What follows belongs to an exercise in optimizing a design on an open flow for small area and few clock cycles per item; a production flow would make more cautious choices. The RTL was checked by simulation tests, not by an equivalence proof against the original design. Power and IR drop assume default switching activity.

==> flow/design.v <==
package spq_pkg;
  localparam int Depth  = 16;
  localparam int DataW  = 32;
  localparam int PrioW  = 16;
  localparam int CountW = $clog2(Depth + 1);
  localparam logic [1:0] StInserted = 2'd0;
  localparam logic [1:0] StRemoved  = 2'd1;
  localparam logic [1:0] StEmpty    = 2'd2;
  localparam logic [1:0] StFull     = 2'd3;
  localparam logic OpInsert = 1'b0;
  localparam logic OpRemove = 1'b1;
endpackage
module spq_cell (
  input  logic             clk_i,
  input  logic             rst_ni,
  input  logic             cmd_ins_i,
  input  logic             cmd_rem_i,
  input  logic [DataW-1:0] cmd_data_i,
  input  logic [PrioW-1:0] cmd_prio_i,
  input  logic             left_valid_i,
  input  logic             left_keep_i,
  input  logic [DataW-1:0] left_data_i,
  input  logic [PrioW-1:0] left_prio_i,
  input  logic             right_valid_i,
  input  logic [DataW-1:0] right_data_i,
  input  logic [PrioW-1:0] right_prio_i,
  output logic             valid_o,
  output logic             keep_o,    
  output logic [DataW-1:0] data_o,
  output logic [PrioW-1:0] prio_o
);
  localparam int DataW = spq_pkg::DataW;
  localparam int PrioW = spq_pkg::PrioW;
  logic             valid_q, valid_d;
  logic [DataW-1:0] data_q, data_d;
  logic [PrioW-1:0] prio_q, prio_d;
  logic             keep;
  assign keep = valid_q && (prio_q >= cmd_prio_i);
  always_comb begin
    valid_d = valid_q;
    data_d  = data_q;
    prio_d  = prio_q;
    if (cmd_ins_i && !keep) begin
      if (left_keep_i) begin
        valid_d = 1'b1;
        data_d  = cmd_data_i;
        prio_d  = cmd_prio_i;
      end else begin
        valid_d = left_valid_i;
        data_d  = left_data_i;
        prio_d  = left_prio_i;
      end
    end else if (cmd_rem_i) begin
      valid_d = right_valid_i;
      data_d  = right_data_i;
      prio_d  = right_prio_i;
    end
  end
  always_ff @(posedge clk_i or negedge rst_ni) begin
    if (!rst_ni) begin
      valid_q <= 1'b0;
    end else begin
      valid_q <= valid_d;
    end
  end
  always_ff @(posedge clk_i) begin
    data_q <= data_d;
    prio_q <= prio_d;
  end
  assign valid_o = valid_q;
  assign keep_o  = keep;
  assign data_o  = data_q;
  assign prio_o  = prio_q;
endmodule
module sorted_priority_queue_unit (
  input  logic              clk_i,
  input  logic              rst_ni,
  input  logic              start,
  output logic              busy,
  input  logic              operation_i,
  input  logic [31:0]       entry_data_i,
  input  logic [15:0]       entry_priority_i,
  output logic              done_o,
  output logic [31:0]       result_data_o,
  output logic [1:0]        status_o,
  output logic [4:0]        entry_count_o
);
  localparam int Depth = spq_pkg::Depth;
  localparam int DataW = spq_pkg::DataW;
  localparam int PrioW = spq_pkg::PrioW;
  localparam int CountW = spq_pkg::CountW;
  localparam logic [1:0] StInserted = spq_pkg::StInserted;
  localparam logic [1:0] StRemoved = spq_pkg::StRemoved;
  localparam logic [1:0] StEmpty = spq_pkg::StEmpty;
  localparam logic [1:0] StFull = spq_pkg::StFull;
  localparam logic OpInsert = spq_pkg::OpInsert;
  localparam logic OpRemove = spq_pkg::OpRemove;
  logic [Depth-1:0]       cell_valid;
  logic [Depth-1:0]       cell_keep;
  logic [DataW-1:0]       cell_data [Depth];
  logic [PrioW-1:0]       cell_prio [Depth];
  logic                   cmd_ins, cmd_rem;
  logic                   accept, full, empty;
  logic [CountW-1:0]      occupancy_q, occupancy_d;
  logic                   done_q;
  logic [DataW-1:0]       result_data_q, result_data_d;
  logic [1:0]             status_q, status_d;
  assign busy   = 1'b0;
  assign accept = start && !busy;
  assign full   = (occupancy_q == Depth[CountW-1:0]);
  assign empty  = (occupancy_q == '0);
  assign cmd_ins = accept && (operation_i == OpInsert) && !full;
  assign cmd_rem = accept && (operation_i == OpRemove) && !empty;
  for (genvar g = 0; g < Depth; g++) begin : g_cell
    logic             left_valid, left_keep, right_valid;
    logic [DataW-1:0] left_data, right_data;
    logic [PrioW-1:0] left_prio, right_prio;
    if (g == 0) begin : g_head
      assign left_valid = 1'b1;
      assign left_keep  = 1'b1;
      assign left_data  = '0;
      assign left_prio  = '0;
    end else begin : g_mid
      assign left_valid = cell_valid[g-1];
      assign left_keep  = cell_keep[g-1];
      assign left_data  = cell_data[g-1];
      assign left_prio  = cell_prio[g-1];
    end
    if (g == Depth - 1) begin : g_tail
      assign right_valid = 1'b0;
      assign right_data  = '0;
      assign right_prio  = '0;
    end else begin : g_body
      assign right_valid = cell_valid[g+1];
      assign right_data  = cell_data[g+1];
      assign right_prio  = cell_prio[g+1];
    end
    spq_cell u_cell (
      .clk_i         (clk_i),
      .rst_ni        (rst_ni),
      .cmd_ins_i     (cmd_ins),
      .cmd_rem_i     (cmd_rem),
      .cmd_data_i    (entry_data_i),
      .cmd_prio_i    (entry_priority_i),
      .left_valid_i  (left_valid),
      .left_keep_i   (left_keep),
      .left_data_i   (left_data),
      .left_prio_i   (left_prio),
      .right_valid_i (right_valid),
      .right_data_i  (right_data),
      .right_prio_i  (right_prio),
      .valid_o       (cell_valid[g]),
      .keep_o        (cell_keep[g]),
      .data_o        (cell_data[g]),
      .prio_o        (cell_prio[g])
    );
  end
  always_comb begin
    occupancy_d   = occupancy_q;
    result_data_d = '0;
    status_d      = StInserted;
    if (operation_i == OpInsert) begin
      if (full) begin
        status_d = StFull;
      end else begin
        status_d    = StInserted;
        occupancy_d = occupancy_q + 1'b1;
      end
    end else begin
      if (empty) begin
        status_d = StEmpty;
      end else begin
        status_d      = StRemoved;
        result_data_d = cell_data[0];
        occupancy_d   = occupancy_q - 1'b1;
      end
    end
  end
  always_ff @(posedge clk_i or negedge rst_ni) begin
    if (!rst_ni) begin
      occupancy_q <= '0;
      done_q      <= 1'b0;
    end else begin
      done_q <= accept;
      if (accept) begin
        occupancy_q <= occupancy_d;
      end
    end
  end
  always_ff @(posedge clk_i) begin
    if (accept) begin
      result_data_q <= result_data_d;
      status_q      <= status_d;
    end
  end
  assign done_o        = done_q;
  assign result_data_o = result_data_q;
  assign status_o      = status_q;
  assign entry_count_o = occupancy_q;
endmodule
==> flow/run.sh <==
#!/bin/bash
# synth_recipe.tcl (not shown) runs the flow's synth.tcl, then flattens the netlist and writes it again
# the make line also repeats each setting of config.mk as NAME=value (left out here)
make -C /OpenROAD-flow-scripts/flow DESIGN_CONFIG=/design/flow/config.mk WORK_HOME=/design/flow/orfs CLKGATE_MAP_FILE= SYNTH_SCRIPT=/design/flow/synth_recipe.tcl finish
==> flow/config.mk <==
export PLATFORM = sky130hd
export DESIGN_NAME = sorted_priority_queue_unit
export DESIGN_NICKNAME = sorted_priority_queue_unit
export VERILOG_FILES = /design/flow/design.v
export SDC_FILE = /design/flow/constraint.sdc
export NUM_CORES = 4
export LEC_CHECK = 0
export CAP_MARGIN = 20
export CORE_MARGIN = 2
export CORE_UTILIZATION = 40
export PLACE_DENSITY = 0.6
export SLEW_MARGIN = 20
==> flow/constraint.sdc <==
create_clock -name core_clock -period 5.0 [get_ports {clk_i}]
set_input_delay 1.0000 -clock core_clock [delete_from_list [all_inputs] [get_ports {clk_i}]]
set_output_delay 1.0000 -clock core_clock [all_outputs]
set_load 0.01 [all_outputs]
==> run summary <==
[area by class of cell]
cell class	count	area, µm²
clock buffer	108	2384
fill	11970	72440
multi-input combinational	3337	26230
tap	1755	2196
antenna	5	12.51
inverter	127	476.7
sequential	824	24640
timing repair buffer	277	2868
clock inverter	58	386.6
[how the worst max path moves through the flow]
stage	from	to	slack (ns)	depth (start not counted)
2_1_floorplan	entry_priority_i[1]	g_cell[4].u_cell.data_q[0]$_DFFE_PP_	0.04	8
4_1_cts	entry_priority_i[13]	g_cell[14].u_cell.data_q[9]$_DFFE_PP_	0.94	11
6_report	entry_priority_i[1]	g_cell[4].u_cell.data_q[14]$_DFFE_PP_	0.91	10
3_3_place_gp	entry_priority_i[13]	g_cell[14].u_cell.prio_q[7]$_DFFE_PP_	0.27	11
5_1_grt	entry_priority_i[14]	g_cell[10].u_cell.data_q[12]$_DFFE_PP_	0.72	10
3_5_place_dp	entry_priority_i[13]	g_cell[14].u_cell.data_q[9]$_DFFE_PP_	0.22	11
[placed cells by master, fill, tap and decap left out, types with 93 or more instances in the layout]
cell	n
a21oi_1	228
a221o_1	124
mux2_2	226
inv_1	120
o21ai_1	204
nand2_1	584
o2bb2ai_1	250
mux2i_1	246
o21ai_0	98
mux2_1	235
buf_4	141
clkbuf_16	93
edfxtp_1	802
a221oi_1	205
ha_1	259
[stage by stage]
step / instance area (µm²) / power (µW) / setup slack (ns)
after detailed placement: 56380 / 27120 / 0.2185
after global routing: 59190 / 35740 / 0.7165
final: 59190 / 33560 / 0.9134
after global placement: 56380 / 26670 / 0.2664
after floorplan: 53080 / 23020 / 0.04444
after CTS: 59150 / 33660 / 0.9427
[power groups by stage]
stage / Combinational [µW] / Clock, µW / Sequential, µW
global route: 15500 / 6840 / 13400
finish: 14000 / 6440 / 13100
floorplan: 10600 / 0 / 12400
global placement: 13500 / 0 / 13100
detailed placement: 13900 / 0 / 13200
CTS: 14000 / 6590 / 13100
[metal layers]
| metal | track usage | routed length, µm | vias up |
|---|---|---|---|
| met5 | 0 | 0 | - |
| met4 | 0.06868 | 3966 | 0 |
| met3 | 0.01763 | 7502 | 180 |
| met2 | 0.3151 | 62710 | 1265 |
| met1 | 0.2912 | 65740 | 18900 |
| li1 | - | - | 18430 |
[cell families (layout without fill, tap and decap cells)]
group | after synthesis | after routing | synth area share
other | 1 | 6 | 0.00007068
AO/OA/AOI/OAI | 1422 | 1422 | 0.1928
flip-flops | 824 | 824 | 0.4643
XOR/XNOR | 6 | 6 | 0.0009905
AND/OR/NAND/NOR | 893 | 893 | 0.07360
adder cells (fa/ha/maj) | 260 | 260 | 0.06146
buffers and inverters | 627 | 570 | 0.04891
multiplexers | 755 | 755 | 0.1578
[state kept, by name, indices dropped and copies added, names as in the netlist]
register and count:
status_q 2, result_data_q 32, g_cell.u_cell.data_q 512, occupancy_q 5
g_cell.u_cell.prio_q 256, g_cell.u_cell.valid_q 16, done_q 1
==> flow_metrics.env <==
export IMPL_comb_power_share=0.417
export IMPL_utilization=0.4497
export IMPL_fin_cells=6491
export IMPL_cts_resized=0
export IMPL_crit_chain="clkdlybuf4s50_1 -> inv_1 -> buf_4 -> ha_1 -> a2111oi_0 -> o31ai_1 -> o21ai_4 -> buf_4 -> mux2i_1 -> a21oi_1"
export IMPL_synth_top_area_share=0.4539
export IMPL_clockRootBuffer="clkbuf_16"
export IMPL_cts_buffer_depth=3
export IMPL_synth_top_cells_by_area="edfxtp_1 45%, ha_1 6.1%, mux2_1 5.0%"
export IMPL_cts_tree="done"
export IMPL_die_h_um=368.2
export IMPL_nets=4970
export IMPL_drive_gt1_frac=0.1397
export IMPL_antenna_left=0
export IMPL_place_congestion=0.8813
export IMPL_ys_seq_elements=824
export IMPL_crit_buf_inv=4
export IMPL_synth_edff_count=802
export IMPL_synth_cells=4788
export IMPL_drc=0
export IMPL_grt_total_usage=0.2011
export IMPL_report_final_hold_viol_count=0
export IMPL_p_sw_uw=12480
export IMPL_synth_area_leader_cell="edfxtp_1"
export IMPL_place_detailed_hpwl_mm=102.6
export IMPL_io_buffers=91
export IMPL_grt_max_degree=95
export IMPL_drt_iter0_drc=3677
export IMPL_htree_num_levels=3
export IMPL_p_clk_frac=0.192
export IMPL_swShare=0.3720
export IMPL_grt_ovfl_total=0
export IMPL_hp_start="g_cell[15].u_cell.data_q[3]$_SDFFCE_PN0P_"
export IMPL_drv_slew=0
export IMPL_yosysWarnings=4
export IMPL_dp_cells=6319
export IMPL_relSlewSlack=0.2253
export IMPL_holdPathEnd="g_cell[14].u_cell.data_q[3]$_DFFE_PP_"
export IMPL_timing_fmax_mhz=244.7
export IMPL_clkLatencyLatePin_ns=0.69
export IMPL_cts_buffers=91
export IMPL_synth_nets=5100
export IMPL_ys_async_sr_fraction=0.02670
export IMPL_grt_pass1_wl_mm=222.5
export IMPL_arrival_ns=4.51
export IMPL_startpoint_type="primary input"
export IMPL_io_pins=93
export IMPL_vias=38780
export IMPL_post_route_min_period_ns=4.087
export IMPL_crit_path_frequent_cell="buf_4"
export IMPL_max_cap_violations=0
export IMPL_p_leak_uw=0.02126
export IMPL_rsz0062_at_grt="false"
export IMPL_pwr_share_seq=0.391
export IMPL_clock_sinks=824
export IMPL_setup_viol=0
export IMPL_core_area_mm2=0.1316
export IMPL_vdd_ir_drop_max_mv=0.3514
export IMPL_crit_path_end_kind="register"
export IMPL_vias_per_cell=5.974
export IMPL_slowest_delay_ns=0.66
export IMPL_dr_pass1_iters=6
export IMPL_yosysSeqAreaShare=0.4643
export IMPL_reg2reg_from="g_cell[10].u_cell.prio_q[14]$_DFFE_PP_"
export IMPL_hp_class="register to register"
export IMPL_hold_depth=1
export IMPL_fin_crit_sh=0.8173
export IMPL_critPathRequiredTime_ns=5.43
export IMPL_internal_power_uw=21080
export IMPL_slowest_stage="a2111oi_0"
export IMPL_cts_setup_buffers=0
export IMPL_hold_slack_ns=0.5434
export IMPL_r2r_end="g_cell[10].u_cell.data_q[12]$_DFFE_PP_"
export IMPL_die_x_um=368.2
export IMPL_hold_buffers=0
export IMPL_power_density_mw_per_mm2=567.0
export IMPL_synth_common_cells="802 x edfxtp_1, 593 x nand2_1, 370 x clkbuf_1, 259 x ha_1, 250 x o2bb2ai_1"
export IMPL_fin_tns_setup_ns=0
export IMPL_status="complete, no violations"
export IMPL_synthFlopType="edfxtp_1"
export IMPL_crit_type="primary input to register"
export IMPL_initial_core_util=0.4030
export IMPL_ys_types=78
export IMPL_path_max_fanout=36
export IMPL_die_area_mm2=0.1356
export IMPL_syn_to_final_growth_pct=11.57
export IMPL_routedWlPerCell_um=21.56
export IMPL_grt_pass1_vias=37030
export IMPL_rrSetupSlack_ns=1.63
export IMPL_synth_most_common_cell="edfxtp_1"
export IMPL_std_cell_rows=133
export IMPL_wl_mm=139.9
export IMPL_clock_skew_ns=0.03953
export IMPL_antenna_found_initial=5
export IMPL_avgSynthCellArea_um2=11.08
export IMPL_synth_area_mm2=0.05305
export IMPL_worstMarginPinSlew_ns=1.158
export IMPL_critPathTopFamily="buffers and inverters"
export IMPL_r2r_cells=7
export IMPL_path_clk_slew_ns=0.06
Testbench counts, summed over its fixed seeds: cycles 24,008, requests 24,000.

[static timing again, ports no longer ideal]
The results above use ideal ports. As a check the final layout listed here was re-extracted and re-timed, cells and wires unchanged.
Step 1 assumes that a clkbuf_16 drives the clock port and a buf_2 every other input.
Step 2, shift: input delay + t, output delay - t, t = (earliest + latest rising clock arrival at the registers) / 2. This alone moves slack from input paths to output paths.
Slacks: ideal ports / drivers / drivers and shift; pairs: ideal ports / drivers.
shift t [ns]: 0.748
setup WS [ns]: 0.913 / 0.960 / 0.211
worst hold slack (ns): 0.543 / 0.543 / 0.543
After both steps setup and hold are still met in this run. The setup slack of this run moves by +0.047 ns with the drivers and by -0.702 ns with both steps.
